Source: an optimization exercise on an open RTL-to-GDS flow (aim: a short achievable clock period and few clock cycles per item). Production flows keep margins and buffers that such runs may drop.
The RTL was checked by simulation tests, not by an equivalence proof against the original design.

**design/flow/config.mk**
```make
export PLATFORM = sky130hd
export DESIGN_NAME = hilo_md_unit
export DESIGN_NICKNAME = hilo_md_unit
export VERILOG_FILES = /design/flow/design.v
export SDC_FILE = /design/flow/constraint.sdc
export NUM_CORES = 4
export LEC_CHECK = 0
export CAP_MARGIN = 20
export CORE_MARGIN = 2
export CORE_UTILIZATION = 40
export SLEW_MARGIN = 20
```
**design/flow/constraint.sdc**
```tcl
create_clock -name core_clock -period 20.0 [get_ports {cpu_clk_50M}]
set_input_delay 4.0000 -clock core_clock [delete_from_list [all_inputs] [get_ports {cpu_clk_50M}]]
set_output_delay 4.0000 -clock core_clock [all_outputs]
set_load 0.01 [all_outputs]
```
**design/flow/design.v**
```verilog
`default_nettype none
module hilo_md_unit #(
    parameter int DATA_W    = 32,
    parameter int DIV_CNT_W = 6
) (
    input  logic              cpu_clk_50M,
    input  logic              cpu_rst_n,
    input  logic              flush_i,
    input  logic              op_valid_i,
    output logic              op_ready_o,
    input  logic [2:0]        op_i,
    input  logic              sign_i,
    input  logic [DATA_W-1:0] src_a_i,
    input  logic [DATA_W-1:0] src_b_i,
    output logic [DATA_W-1:0] hi_o,
    output logic [DATA_W-1:0] lo_o,
    output logic              done_o
);
    localparam int c_w2 = 2 * DATA_W;
    localparam logic [2:0] c_op_mthi = 3'd1;
    localparam logic [2:0] c_op_mtlo = 3'd2;
    localparam logic [2:0] c_op_mult = 3'd3;
    localparam logic [2:0] c_op_madd = 3'd4;
    localparam logic [2:0] c_op_msub = 3'd5;
    localparam logic [2:0] c_op_div  = 3'd6;
    localparam logic [1:0] c_st_idle    = 2'd0;
    localparam logic [1:0] c_st_mul     = 2'd1;
    localparam logic [1:0] c_st_div_run = 2'd2;
    localparam logic [1:0] c_st_div_fix = 2'd3;
    logic [1:0]           state_q, state_d;
    logic [DATA_W-1:0]    hi_q, hi_d, lo_q, lo_d;
    logic                 done_q, done_d;
    logic [c_w2-1:0]      prod_q, prod_d;      
    logic [c_w2-1:0]      acc_q, acc_d;        
    logic [2:0]           mop_q, mop_d;
    logic [DATA_W-1:0]    quo_q, quo_d;        
    logic [DATA_W-1:0]    rem_q, rem_d;
    logic [DATA_W-1:0]    dvs_q, dvs_d;
    logic [DATA_W-1:0]    dvd_raw_q, dvd_raw_d;
    logic                 qneg_q, qneg_d, rneg_q, rneg_d, dz_q, dz_d;
    logic [DIV_CNT_W-1:0] cnt_q, cnt_d;
    logic                 w_accept;
    logic [c_w2-1:0]      w_a_ext, w_b_ext, w_prod, w_mul_res;
    logic                 w_a_neg, w_b_neg;
    logic [DATA_W-1:0]    w_a_mag, w_b_mag, w_q_fix, w_r_fix;
    logic [DATA_W:0]      w_rem_sh, w_diff;
    assign op_ready_o = (state_q == c_st_idle);
    assign hi_o       = hi_q;
    assign lo_o       = lo_q;
    assign done_o     = done_q;
    assign w_accept = op_valid_i & op_ready_o & ~flush_i;
    assign w_a_ext = sign_i ? {{DATA_W{src_a_i[DATA_W-1]}}, src_a_i} : {{DATA_W{1'b0}}, src_a_i};
    assign w_b_ext = sign_i ? {{DATA_W{src_b_i[DATA_W-1]}}, src_b_i} : {{DATA_W{1'b0}}, src_b_i};
    assign w_prod  = w_a_ext * w_b_ext;
    always_comb begin
        case (mop_q)
            c_op_madd: w_mul_res = acc_q + prod_q;
            c_op_msub: w_mul_res = acc_q - prod_q;
            default:   w_mul_res = prod_q;
        endcase
    end
    assign w_a_neg = sign_i & src_a_i[DATA_W-1];
    assign w_b_neg = sign_i & src_b_i[DATA_W-1];
    assign w_a_mag = w_a_neg ? -src_a_i : src_a_i;
    assign w_b_mag = w_b_neg ? -src_b_i : src_b_i;
    assign w_rem_sh = {rem_q, quo_q[DATA_W-1]};
    assign w_diff   = w_rem_sh - {1'b0, dvs_q};
    assign w_q_fix = qneg_q ? -quo_q : quo_q;
    assign w_r_fix = rneg_q ? -rem_q : rem_q;
    always_comb begin
        state_d   = state_q;
        hi_d      = hi_q;
        lo_d      = lo_q;
        done_d    = 1'b0;
        prod_d    = prod_q;
        acc_d     = acc_q;
        mop_d     = mop_q;
        quo_d     = quo_q;
        rem_d     = rem_q;
        dvs_d     = dvs_q;
        dvd_raw_d = dvd_raw_q;
        qneg_d    = qneg_q;
        rneg_d    = rneg_q;
        dz_d      = dz_q;
        cnt_d     = cnt_q;
        case (state_q)
            c_st_idle: begin
                if (w_accept) begin
                    case (op_i)
                        c_op_mthi: hi_d = src_a_i;
                        c_op_mtlo: lo_d = src_a_i;
                        c_op_mult, c_op_madd, c_op_msub: begin
                            prod_d  = w_prod;
                            acc_d   = {hi_q, lo_q};
                            mop_d   = op_i;
                            state_d = c_st_mul;
                        end
                        c_op_div: begin
                            quo_d     = w_a_mag;
                            rem_d     = '0;
                            dvs_d     = w_b_mag;
                            dvd_raw_d = src_a_i;
                            qneg_d    = w_a_neg ^ w_b_neg;
                            rneg_d    = w_a_neg;
                            dz_d      = (src_b_i == '0);
                            cnt_d     = DIV_CNT_W'(DATA_W);
                            state_d   = c_st_div_run;
                        end
                        default: ;
                    endcase
                end
            end
            c_st_mul: begin
                state_d = c_st_idle;
                if (!flush_i) begin
                    {hi_d, lo_d} = w_mul_res;
                    done_d       = 1'b1;
                end
            end
            c_st_div_run: begin
                if (flush_i) begin
                    state_d = c_st_idle;
                end else begin
                    quo_d = {quo_q[DATA_W-2:0], ~w_diff[DATA_W]};
                    rem_d = w_diff[DATA_W] ? w_rem_sh[DATA_W-1:0] : w_diff[DATA_W-1:0];
                    cnt_d = cnt_q - DIV_CNT_W'(1);
                    if (cnt_q == DIV_CNT_W'(1)) begin
                        state_d = c_st_div_fix;
                    end
                end
            end
            default: begin  
                state_d = c_st_idle;
                if (!flush_i) begin
                    done_d = 1'b1;
                    if (dz_q) begin
                        lo_d = '1;
                        hi_d = dvd_raw_q;
                    end else begin
                        lo_d = w_q_fix;
                        hi_d = w_r_fix;
                    end
                end
            end
        endcase
    end
    always_ff @(posedge cpu_clk_50M or posedge cpu_rst_n) begin
        if (cpu_rst_n) begin
            state_q   <= c_st_idle;
            hi_q      <= '0;
            lo_q      <= '0;
            done_q    <= 1'b0;
            prod_q    <= '0;
            acc_q     <= '0;
            mop_q     <= '0;
            quo_q     <= '0;
            rem_q     <= '0;
            dvs_q     <= '0;
            dvd_raw_q <= '0;
            qneg_q    <= 1'b0;
            rneg_q    <= 1'b0;
            dz_q      <= 1'b0;
            cnt_q     <= '0;
        end else begin
            state_q   <= state_d;
            hi_q      <= hi_d;
            lo_q      <= lo_d;
            done_q    <= done_d;
            prod_q    <= prod_d;
            acc_q     <= acc_d;
            mop_q     <= mop_d;
            quo_q     <= quo_d;
            rem_q     <= rem_d;
            dvs_q     <= dvs_d;
            dvd_raw_q <= dvd_raw_d;
            qneg_q    <= qneg_d;
            rneg_q    <= rneg_d;
            dz_q      <= dz_d;
            cnt_q     <= cnt_d;
        end
    end
endmodule
`default_nettype wire
```
**design/flow/run.sh**
```bash
#!/bin/bash
# synth_recipe.tcl (not shown) runs the flow's synth.tcl, then flattens the netlist and writes it again
# the make line also repeats each setting of config.mk as NAME=value (left out here)
make -C /OpenROAD-flow-scripts/flow DESIGN_CONFIG=/design/flow/config.mk WORK_HOME=/design/flow/orfs CLKGATE_MAP_FILE= SYNTH_SCRIPT=/design/flow/synth_recipe.tcl finish
```
==> results.txt <==
layout make-up:
class / instances / area (um2) / share of cell area
clock buffers: 55 / 1150 / 0.0151
flip-flops and latches: 335 / 8390 / 0.111
diodes: 6 / 15.0 / 0.000198
clock inverters: 17 / 204 / 0.00269
well taps: 2340 / 2930 / 0.0386
multi-input cells: 5686 / 55100 / 0.727
inverters: 1580 / 5940 / 0.0783
repair buffers: 255 / 2090 / 0.0276
layer usage:
| metal | up-vias | wire length [um] | global-route usage |
|---|---|---|---|
| met2 | 1876 | 113000 | 0.452 |
| met3 | 450 | 14200 | 0.0331 |
| li1 | 24300 | - | - |
| met1 | 28300 | 94100 | 0.335 |
| met5 | - | 13 | 0 |
| met4 | 2 | 12700 | 0.120 |
flip-flops by register name, summed over array words and instances (netlist names):
| register | cells |
|---|---|
| quo_q | 32 |
| state_q | 2 |
| rem_q | 32 |
| cnt_q | 6 |
| prod_q | 64 |
| lo_q | 32 |
| done_q | 1 |
| hi_q | 32 |
| dvs_q | 32 |
| mop_q | 3 |
| qneg_q | 1 |
| dz_q | 1 |
| dvd_raw_q | 32 |
| acc_q | 64 |
| rneg_q | 1 |
stage by stage:
stage	hold slack, ns	cell area [um2]
5_1_grt	0.498	75800
6_report	0.477	75800
2_1_floorplan	0.437	71100
3_3_place_gp	0.454	74500
3_5_place_dp	0.458	74500
4_1_cts	0.473	75800
tightest hold or removal path, delay by kind of cell, from the launching register on:
kind	cells	cell delay, ns
DFF	1	0.34
and+or+nand+nor	2	0.10
cell families after synthesis:
group | count (synthesis) | synth area share
DFF | 335 | 0.118
adders and majority gates | 1833 | 0.472
buffers and inverters | 2011 | 0.108
muxes | 37 | 0.00528
and+or+nand+nor | 2353 | 0.156
xor gates and xnor gates | 383 | 0.0472
AOI/OAI and AO/OA | 1080 | 0.0935
final timing paths:
check / cells past startpoint / slack [ns] / end / from
setup / recovery: 34 / 5.82 / prod_q[63] / src_a_i[31]
hold / removal: 2 / 0.48 / dvd_raw_q[6] / dvd_raw_q[6]
setup reg to reg: 20 / 13.05 / hi_q[25] / prod_q[8]
hold reg to reg: 2 / 0.48 / dvd_raw_q[6] / dvd_raw_q[6]
max in group asynchronous: 5 / 13.27 / acc_q[55] / cpu_rst_n
min in group asynchronous: 2 / 3.95 / prod_q[17] / cpu_rst_n
placed cells by master (no fill, tap or decap), types with 31 or more instances in the layout:
cell type           n
nor3_1             43
nand3_1            53
and2_1            578
fa_1             1414
o21ai_0           364
ha_1              419
nor2_1            238
buf_2              33
clkbuf_16          41
o21bai_1           31
mux2i_1            33
buf_4             118
a21oi_1           256
a21o_1             84
dfrtp_1           332
xor2_1            153
and3_1             38
nand2b_1           34
nand2_1          1195
o31ai_1            52
a31oi_1            58
xnor2_1           229
inv_1            1579
clkdlybuf4s50_1   103
==> results.txt <==
first drt pass iteration count=6; Post-synth top cells=inv_1, fa_1, nand2_1, and2_1, ha_1; Layout Cells excl Fill=10,300; # Max-Cap Violations=0; fin crit period=roughly 14 ns; number of remaining DRC errors=0; Setup TNS=0 ns; Port Buffers=approximately 140; final hold viol count=0; post-CTS setup buffers=0; Die ar.=between 0.15 and 0.2 mm2; Final #Nets=9,804; synth unique cells=a little under 80; post-route ant nets=0; Initial Util=0.403; first-pass GRT wire length=approximately 360 mm; Core Rows=154; Seq/Total Area, Yosys=0.118; GPL Wtd Cong=0.966; Area growth syn-to-layout=6.62%; Synth top area share=0.398; CTS tree=yes; Hold Path Class=reg2reg; Critical Path AT=~15 ns; clk slew on worst S/H paths=0.06 ns; Post-CTS Hold Buffers=0; # H-tree levels=2; PostCTS Resize Cnt=0; Placed Cells=a little over 10,000; vias in the first global route=a little under 60,000; Critical Path Slowest Stage Cell=fa_1; layout cell share with drive strength beyond 1=0.0338; initial antenna violation count=16; largest net degree at the start of global routing=between 90 and 100; Initial DRC Count=4,110; Die W=~430 um; Cells after Synth=around 8,000; warnings from Yosys=1; Core ar.=about 0.18 mm2; Top delay family on crit path=adder cells; cts bufs inserted=between 40 and 50; Die Y=around 430 um; Num Clock Sinks=between 300 and 400; Worst setup EP type=register; Post-Synthesis Cell Area=0.0711 mm2; Worst Skew=0.0283 ns; Post-synth EDFFs=0; Post-synth ARST share=1.00; Clock Latency Late Sink=roughly 0.6 ns; clock root cell=clkbuf_16; # setup viols final=0; Crit Path Max Fanout=37; Max Root-Sink Buffers=3; Post-Syn Area per Cell=8.86 um2; Post-Syn Nets=9,937; DP Wirelength=~180 mm; RSZ-0062 raised after global routing=no; drt wl/cell=~23 um; top-count cell post-synth=inv_1; Yosys reg bits=335; Req. time, crit path=20.47 ns; Crit path top cell by count=fa_1; all-layer global routing usage=0.265; pre-CTS WS=about 5.3 ns; # fillers=roughly 18,000; CP bufs+invs=10; Pins Over Slew Limit=0; final worst slack=slightly below 6 ns; Finished Core Util=0.430; Slew headroom=0.294; Max Clk Rate=70.5 MHz; Post-Route WL=234 mm; top post-synthesis cells by area=fa_1, dfrtp_1, inv_1; Top Ports=about 140; Worst setup SP type=input port; grt ovf=0; Most used DFF post-synth=dfrtp_1; Vias/cell=5.34; area leader, netlist=fa_1; status=no timing/DRC/antenna violations; WS Path Type=in2reg; Vias=54,900; Worst-Margin Slew=between 1 and 1.5 ns; Final Cycle Share=0.709; highest cell delay on the worst timing path=about 0.61 ns
Testbench counts, summed over its fixed seeds: cycles 78,351, ops 12,000.

[separate check: timing with driven ports]
The flow's constraints put no driver on any port. The routed layout listed below was extracted and timed again, unchanged, in two steps.
Step 1 (the two cells are an assumption about what drives the block):
set clk [get_ports {cpu_clk_50M}]
set_driving_cell -lib_cell sky130_fd_sc_hd__clkbuf_16 $clk
set_driving_cell -lib_cell sky130_fd_sc_hd__buf_2 [delete_from_list [all_inputs] $clk]
Step 2, shift: input delay + t, output delay - t, t = (earliest + latest rising clock arrival at the registers) / 2. This alone moves slack from input paths to output paths.
a / b / c = no drivers / after step 1 / after step 2; a / b = the first two.
t, ns: 0.647
setup slack, ns: 5.820 / 5.865 / 5.217
worst setup path at the end: input to register
pins driven straight from the clock port: 1
After both steps setup and hold are still met in this run. For this run, drivers alone change the setup slack by +0.045 ns; drivers and shift together by -0.603 ns.
